From an optimization exercise on the open Yosys and OpenROAD flow, aimed at small area, a short achievable clock period and few clock cycles; shortcuts taken in it are not production practice. Only simulation tests tie the RTL to the original design; equivalence was not proved. No driver is modelled on the clock port, so clocking that relies on it looks cheaper here than on a real chip. Power is estimated from default activity; no workload was simulated.

## P
==> flow/design.v <==
package tpu_pkg;
  localparam int D_DEF      = 4;
  localparam int DATA_W_DEF = 8;
  localparam int ACC_W_DEF  = 8;
endpackage
module tpu_pe_acc (
  input  logic       clk,
  input  logic       clr,
  input  logic [2:0] p1,
  input  logic [2:0] p2,
  input  logic [2:0] ng,
  input  logic [1:0] e,
  input  logic [7:0] b,
  output logic [7:0] acc_o
);
  logic [7:0] prod_q, acc_q, r0, r1, b2;
  logic [7:0] pp0;
  logic [5:0] pp1;
  logic [3:0] pp2;
  logic [1:0] pp3;
  assign b2  = {b[6:0], 1'b0};
  assign pp0 = (({8{p1[0]}} & b) | ({8{p2[0]}} & b2)) ^ {8{ng[0]}};
  assign pp1 = (({6{p1[1]}} & b[5:0]) | ({6{p2[1]}} & b2[5:0])) ^ {6{ng[1]}};
  assign pp2 = (({4{p1[2]}} & b[3:0]) | ({4{p2[2]}} & b2[3:0])) ^ {4{ng[2]}};
  assign pp3 = {(e[1] & b[0]) ^ (e[0] & b[1]), e[0] & b[0]};
  logic t1;
  logic t2;
  logic t3;
  logic t4;
  logic t5;
  logic t6;
  logic t7;
  logic t8;
  logic t9;
  logic t10;
  logic t11;
  logic t12;
  logic t13;
  logic t14;
  logic t15;
  logic t16;
  logic t17;
  logic t18;
  logic t19;
  logic t20;
  assign t1 = pp0[4] ^ pp1[2];
  assign t2 = pp0[4] & pp1[2];
  assign t3 = pp0[5] ^ pp1[3];
  assign t4 = pp0[5] & pp1[3];
  assign t5 = pp0[6] ^ pp1[4] ^ pp2[2];
  assign t6 = (pp0[6] & pp1[4]) | (pp0[6] & pp2[2]) | (pp1[4] & pp2[2]);
  assign t7 = pp0[7] ^ pp1[5] ^ pp2[3];
  assign t8 = (pp0[7] & pp1[5]) | (pp0[7] & pp2[3]) | (pp1[5] & pp2[3]);
  assign t9 = pp0[2] ^ pp1[0];
  assign t10 = pp0[2] & pp1[0];
  assign t11 = pp0[3] ^ pp1[1];
  assign t12 = pp0[3] & pp1[1];
  assign t13 = t1 ^ pp2[0] ^ ng[2];
  assign t14 = (t1 & pp2[0]) | (t1 & ng[2]) | (pp2[0] & ng[2]);
  assign t15 = t3 ^ pp2[1] ^ t2;
  assign t16 = (t3 & pp2[1]) | (t3 & t2) | (pp2[1] & t2);
  assign t17 = t5 ^ pp3[0] ^ t4;
  assign t18 = (t5 & pp3[0]) | (t5 & t4) | (pp3[0] & t4);
  assign t19 = t7 ^ pp3[1] ^ t6;
  assign t20 = (t7 & pp3[1]) | (t7 & t6) | (pp3[1] & t6);
  assign r0 = {t19, t17, t15, t13, t11, t9, pp0[1], pp0[0]};
  assign r1 = {t18, t16, t14, t12, t10, ng[1], 1'b0, ng[0]};
  always_ff @(posedge clk) begin
    prod_q <= r0 + r1;
    acc_q  <= (clr ? 8'd0 : acc_q) + prod_q;
  end
  assign acc_o = acc_q;
endmodule
module tpu_tiled_core #(
  parameter int ARRAY_DIM = tpu_pkg::D_DEF,
  parameter int DATA_W    = tpu_pkg::DATA_W_DEF,
  parameter int ACC_W     = tpu_pkg::ACC_W_DEF,
  parameter int ADDR_W    = 8,
  parameter int DIM_W     = 4
) (
  input  logic                          clk,
  input  logic                          rst,
  input  logic                          start,
  input  logic [DIM_W-1:0]              m,
  input  logic [DIM_W-1:0]              n,
  input  logic [DIM_W-1:0]              k,
  output logic                          busy,
  output logic                          done,
  output logic [ADDR_W-1:0]             a_index,
  input  logic [ARRAY_DIM*DATA_W-1:0]   a_rdata,
  output logic [ADDR_W-1:0]             b_index,
  input  logic [ARRAY_DIM*DATA_W-1:0]   b_rdata,
  output logic                          o_wr_en,
  output logic [ADDR_W-1:0]             o_index,
  output logic [ARRAY_DIM*ACC_W-1:0]    o_wdata
);
  logic       busy_q, idle_q, done_q, iss_q, first_q;
  logic [3:0] k_q, m_q, x_q, rows_q, ncol_q;
  logic [1:0] lane_q;
  logic [7:0] a_idx_q, b_idx_q, o_idx_q, a_add, b_add;
  logic       s1_first, s1_last;
  logic [1:0] s1_lane;
  logic [2:0] s1_cm;
  logic       s2_first, s2_last;
  logic [2:0] s2_p1, s2_p2, s2_ng, p1_d, p2_d, ng_d;
  logic [1:0] s2_e;
  logic [2:0] s2_p1n, s2_p2n, s2_ngn;
  logic       s3_firstn;
  logic [7:0] a_sel;
  logic [7:0] s2_b [4];
  logic       s3_first, s3_last;
  logic       wr_q, fin;
  logic [7:0] acc [4];
  logic accept, row_end, last_row, last_tn, final_rd;
  assign accept   = start && idle_q;
  assign row_end  = (x_q == 4'd0);
  assign last_row = (rows_q == 4'd1);
  assign last_tn  = (ncol_q <= 4'd4);
  assign final_rd = iss_q && row_end && last_row && last_tn;
  assign fin      = wr_q && !iss_q && !s1_last && !s2_last && !s3_last;
  always_ff @(posedge clk or posedge rst) begin
    if (rst) idle_q <= 1'b1;
    else if (accept) idle_q <= (m == 4'd0 || n == 4'd0 || k == 4'd0);
    else if (fin) idle_q <= 1'b1;
  end
  always_ff @(posedge clk or posedge rst) begin
    if (rst) begin
      busy_q   <= 1'b0;
      done_q   <= 1'b0;
      iss_q    <= 1'b0;
      s1_last  <= 1'b0;
      s2_last  <= 1'b0;
      s3_last  <= 1'b0;
      wr_q     <= 1'b0;
    end else begin
      s1_last  <= iss_q && row_end;
      s2_last  <= s1_last;
      s3_last  <= s2_last;
      wr_q     <= s3_last;
      if (accept) begin
        if (m == 4'd0 || n == 4'd0 || k == 4'd0) begin
          busy_q <= 1'b0;
          done_q <= 1'b1;
        end else begin
          busy_q <= 1'b1;
          done_q <= 1'b0;
          iss_q  <= 1'b1;
        end
      end else begin
        if (final_rd) iss_q <= 1'b0;
        if (fin) begin
          busy_q <= 1'b0;
          done_q <= 1'b1;
        end
      end
    end
  end
  always_comb begin
    if (!row_end) begin
      a_add = lane_q[0] ? 8'hff : 8'h01;
      b_add = lane_q[0] ? 8'hff : 8'h01;
    end else begin
      a_add = (lane_q == 2'd3) ? {4'd0, k_q} : 8'd0;
      b_add = !last_row ? 8'd0 : lane_q[0] ? {4'd0, k_q} : 8'd1;
    end
  end
  always_ff @(posedge clk) begin
    if (idle_q) begin
      k_q     <= k;
      m_q     <= m;
      ncol_q  <= n;
      rows_q  <= m;
      x_q     <= k - 4'd1;
      lane_q  <= 2'd0;
      first_q <= 1'b1;
      a_idx_q <= 8'd0;
      b_idx_q <= 8'd0;
    end else if (iss_q) begin
      first_q <= row_end;
      a_idx_q <= (row_end && last_row) ? 8'd0 : a_idx_q + a_add;
      b_idx_q <= b_idx_q + b_add;
      if (!row_end) begin
        x_q <= x_q - 4'd1;
      end else begin
        x_q <= k_q - 4'd1;
        if (last_row) begin
          ncol_q <= ncol_q - 4'd4;
          rows_q <= m_q;
          lane_q <= 2'd0;
        end else begin
          rows_q <= rows_q - 4'd1;
          lane_q <= lane_q + 2'd1;
        end
      end
    end
  end
  always_ff @(posedge clk) begin
    if (idle_q) o_idx_q <= 8'hff;
    else if (s3_last) o_idx_q <= o_idx_q + 8'd1;
  end
  always_comb begin
    case (s1_lane)
      2'd0: a_sel = a_rdata[31:24];
      2'd1: a_sel = a_rdata[23:16];
      2'd2: a_sel = a_rdata[15:8];
      default: a_sel = a_rdata[7:0];
    endcase
  end
  always_comb begin
    for (int j = 0; j < 3; j++) begin
      p1_d[j] = a_sel[2*j] ^ ((j == 0) ? 1'b0 : a_sel[2*j-1]);
      p2_d[j] = (a_sel[2*j+1] && !a_sel[2*j] && !((j == 0) ? 1'b0 : a_sel[2*j-1])) ||
                (!a_sel[2*j+1] && a_sel[2*j] && ((j == 0) ? 1'b0 : a_sel[2*j-1]));
      ng_d[j] = a_sel[2*j+1] && !(a_sel[2*j] && ((j == 0) ? 1'b0 : a_sel[2*j-1]));
    end
  end
  always_ff @(posedge clk) begin
    s1_first <= first_q;
    s1_lane  <= lane_q;
    s1_cm    <= {ncol_q > 4'd3, ncol_q > 4'd2, ncol_q > 4'd1};
    s2_first <= s1_first;
    s3_first  <= s2_first;
    s3_firstn <= !s2_first;
    s2_p1  <= p1_d;
    s2_p2  <= p2_d;
    s2_ng  <= ng_d;
    s2_p1n <= ~p1_d;
    s2_p2n <= ~p2_d;
    s2_ngn <= ~ng_d;
    s2_e <= {a_sel[7] ^ (a_sel[6] & a_sel[5]), a_sel[6] ^ a_sel[5]};
    s2_b[0] <= b_rdata[31:24];
    s2_b[1] <= s1_cm[0] ? b_rdata[23:16] : 8'd0;
    s2_b[2] <= s1_cm[1] ? b_rdata[15:8]  : 8'd0;
    s2_b[3] <= s1_cm[2] ? b_rdata[7:0]   : 8'd0;
  end
  for (genvar c = 0; c < 4; c++) begin : g_mac
    tpu_pe_acc u_mac (
      .clk   (clk),
      .clr   ((c < 2) ? s3_first : !s3_firstn),
      .p1    ((c < 2) ? s2_p1 : ~s2_p1n),
      .p2    ((c < 2) ? s2_p2 : ~s2_p2n),
      .ng    ((c < 2) ? s2_ng : ~s2_ngn),
      .e     (s2_e),
      .b     (s2_b[c]),
      .acc_o (acc[c])
    );
  end
  assign busy    = busy_q;
  assign done    = done_q;
  assign a_index = a_idx_q;
  assign b_index = b_idx_q;
  assign o_wr_en = wr_q;
  assign o_index = o_idx_q;
  assign o_wdata = {acc[0], acc[1], acc[2], acc[3]};
endmodule
Settings: LEC_CHECK=0, CAP_MARGIN=20, CORE_MARGIN=2, CORE_UTILIZATION=55, SLEW_MARGIN=75; clock period 10.0 ns.
standard.sh (not shown) runs the stock make flow with config.mk's settings and CLKGATE_MAP_FILE= SYNTH_SCRIPT=/design/flow/synth_recipe.tcl, a recipe that flattens the netlist after the stock synthesis.
==> flow/flow/run.sh <==
#!/bin/bash
# Layout flow: the standard flow (standard.sh) in two calls.
#  1. synthesis, unchanged: bash standard.sh synth
#  2. the remaining steps, with these changes to how the layout is made:
#     - the port buffers that the standard flow puts on every input and output are buf_1
#       cells (flow/upsize_out.tcl makes the output ones buf_2 after CTS);
#     - the delay cells (clkdlybuf4s*, dlygate4sd*, dlymetal6s*) are added to the
#       platform's don't-use list, so the resizer's repair buffers are plain buffers;
#     - CTS builds the tree from clkbuf_8 cells, with sink clusters of up to 60 sinks
#       and 150 um, and inserts no dummy loads;
#     - after CTS, flow/upsize_out.tcl gives each flip-flop that drives an output port
#       buffer its _2 drive strength (same cell type) and legalizes the placement.
# Each call's full output goes to its own log in this folder; ORFS keeps its per-step
# logs under orfs/logs/.
set -euo pipefail
bash standard.sh synth > flow_synth.log 2>&1
BASE=$(make -s -C "$FLOW_HOME" DESIGN_CONFIG="$PWD/config.mk" WORK_HOME="$PWD/orfs" \
  print-DONT_USE_CELLS | sed -n 's/^DONT_USE_CELLS: //p')
if [[ -z "$BASE" ]]; then
  echo "could not read the platform's DONT_USE_CELLS" >&2
  exit 1
fi
SLOW=""
for c in clkdlybuf4s15_1 clkdlybuf4s15_2 clkdlybuf4s18_1 clkdlybuf4s18_2 clkdlybuf4s25_1 \
         clkdlybuf4s25_2 clkdlybuf4s50_1 clkdlybuf4s50_2 dlygate4sd1_1 dlygate4sd2_1 \
         dlygate4sd3_1 dlymetal6s2s_1 dlymetal6s4s_1 dlymetal6s6s_1; do
  SLOW="$SLOW sky130_fd_sc_hd__$c"
done
CTS="-sink_clustering_enable -repair_clock_nets -sink_clustering_size 60"
CTS="$CTS -sink_clustering_max_diameter 150 -buf_list sky130_fd_sc_hd__clkbuf_8"
CTS="$CTS -dont_use_dummy_load"
bash standard.sh "DONT_USE_CELLS=$BASE$SLOW" \
  "BUFFER_PORTS_ARGS=-buffer_cell sky130_fd_sc_hd__buf_1" \
  "CTS_ARGS=$CTS" "POST_CTS_TCL=$PWD/flow/upsize_out.tcl" finish > flow_layout.log 2>&1
Other scripts of this flow, unchanged in this note and not shown: flow/flow/upsize_out.tcl
Testbench counts of P, summed over its fixed seeds: cycles 20,343.
--- input diff P..Q ---
- putting CTS_CLUSTER_DIAMETER at 150 where nothing was set
- swapping 55 for 40 in CORE_UTILIZATION
- putting CTS_CLUSTER_SIZE at 60 where nothing was set
- putting CTS_BUF_LIST at sky130_fd_sc_hd__clkbuf_8 where nothing was set
-- flow/flow/run.sh --
<<< P, line 9
#     - CTS builds the tree from clkbuf_8 cells, with sink clusters of up to 60 sinks
#       and 150 um, and inserts no dummy loads;
>>> Q, line 9
#     - CTS runs with config.mk's buffer and clustering settings but inserts no dummy
#       loads;
## What came out
P → Q: largest net degree at the start of global routing shows an increase of 1; core box area shows an increase of 39%. Re switching share of power: Q is 0.24 points up on P. Final weighted congestion of routability-driven global placement (Q vs. P) increases slightly. Q against P: highest net fanout along the worst path now smaller; overall routing resource usage decreased 3.5 points; total half-perimeter wirelength after legalization and detailed placement saw an increase. Total power after layout was lower in the run labelled P.

afterwards: timing with drivers on the ports:
The results above use ideal ports. As a check the final layouts listed here were re-extracted and re-timed, cells and wires unchanged. Step 1: set_driving_cell puts a clkbuf_16 on clk and a buf_2 on each other input, an assumption about the parent block. Step 2 also shifts input and output timing later by t, the mid clock arrival at the registers, as if the neighbouring blocks saw the same clock. a / b / c = no drivers / after step 1 / after step 2; a / b = the first two.
| run | t (ns) | setup WS [ns] | worst hold slack (ns) | worst data-port slew with drivers (ns) | cell pins on the clock port's net |
|---|---|---|---|---|---|
| P | 0.477 | 6.992 / 6.952 / 6.735 | 0.327 / 0.327 / 0.327 | 0.05 | 1 |
| Q | 0.477 | 6.998 / 6.958 / 6.687 | 0.345 / 0.345 / 0.345 | 0.08 | 1 |
After both steps setup and hold are still met in every run listed. For Q, which loses most, drivers alone change the setup slack by -0.040 ns; drivers and shift together by -0.311 ns.
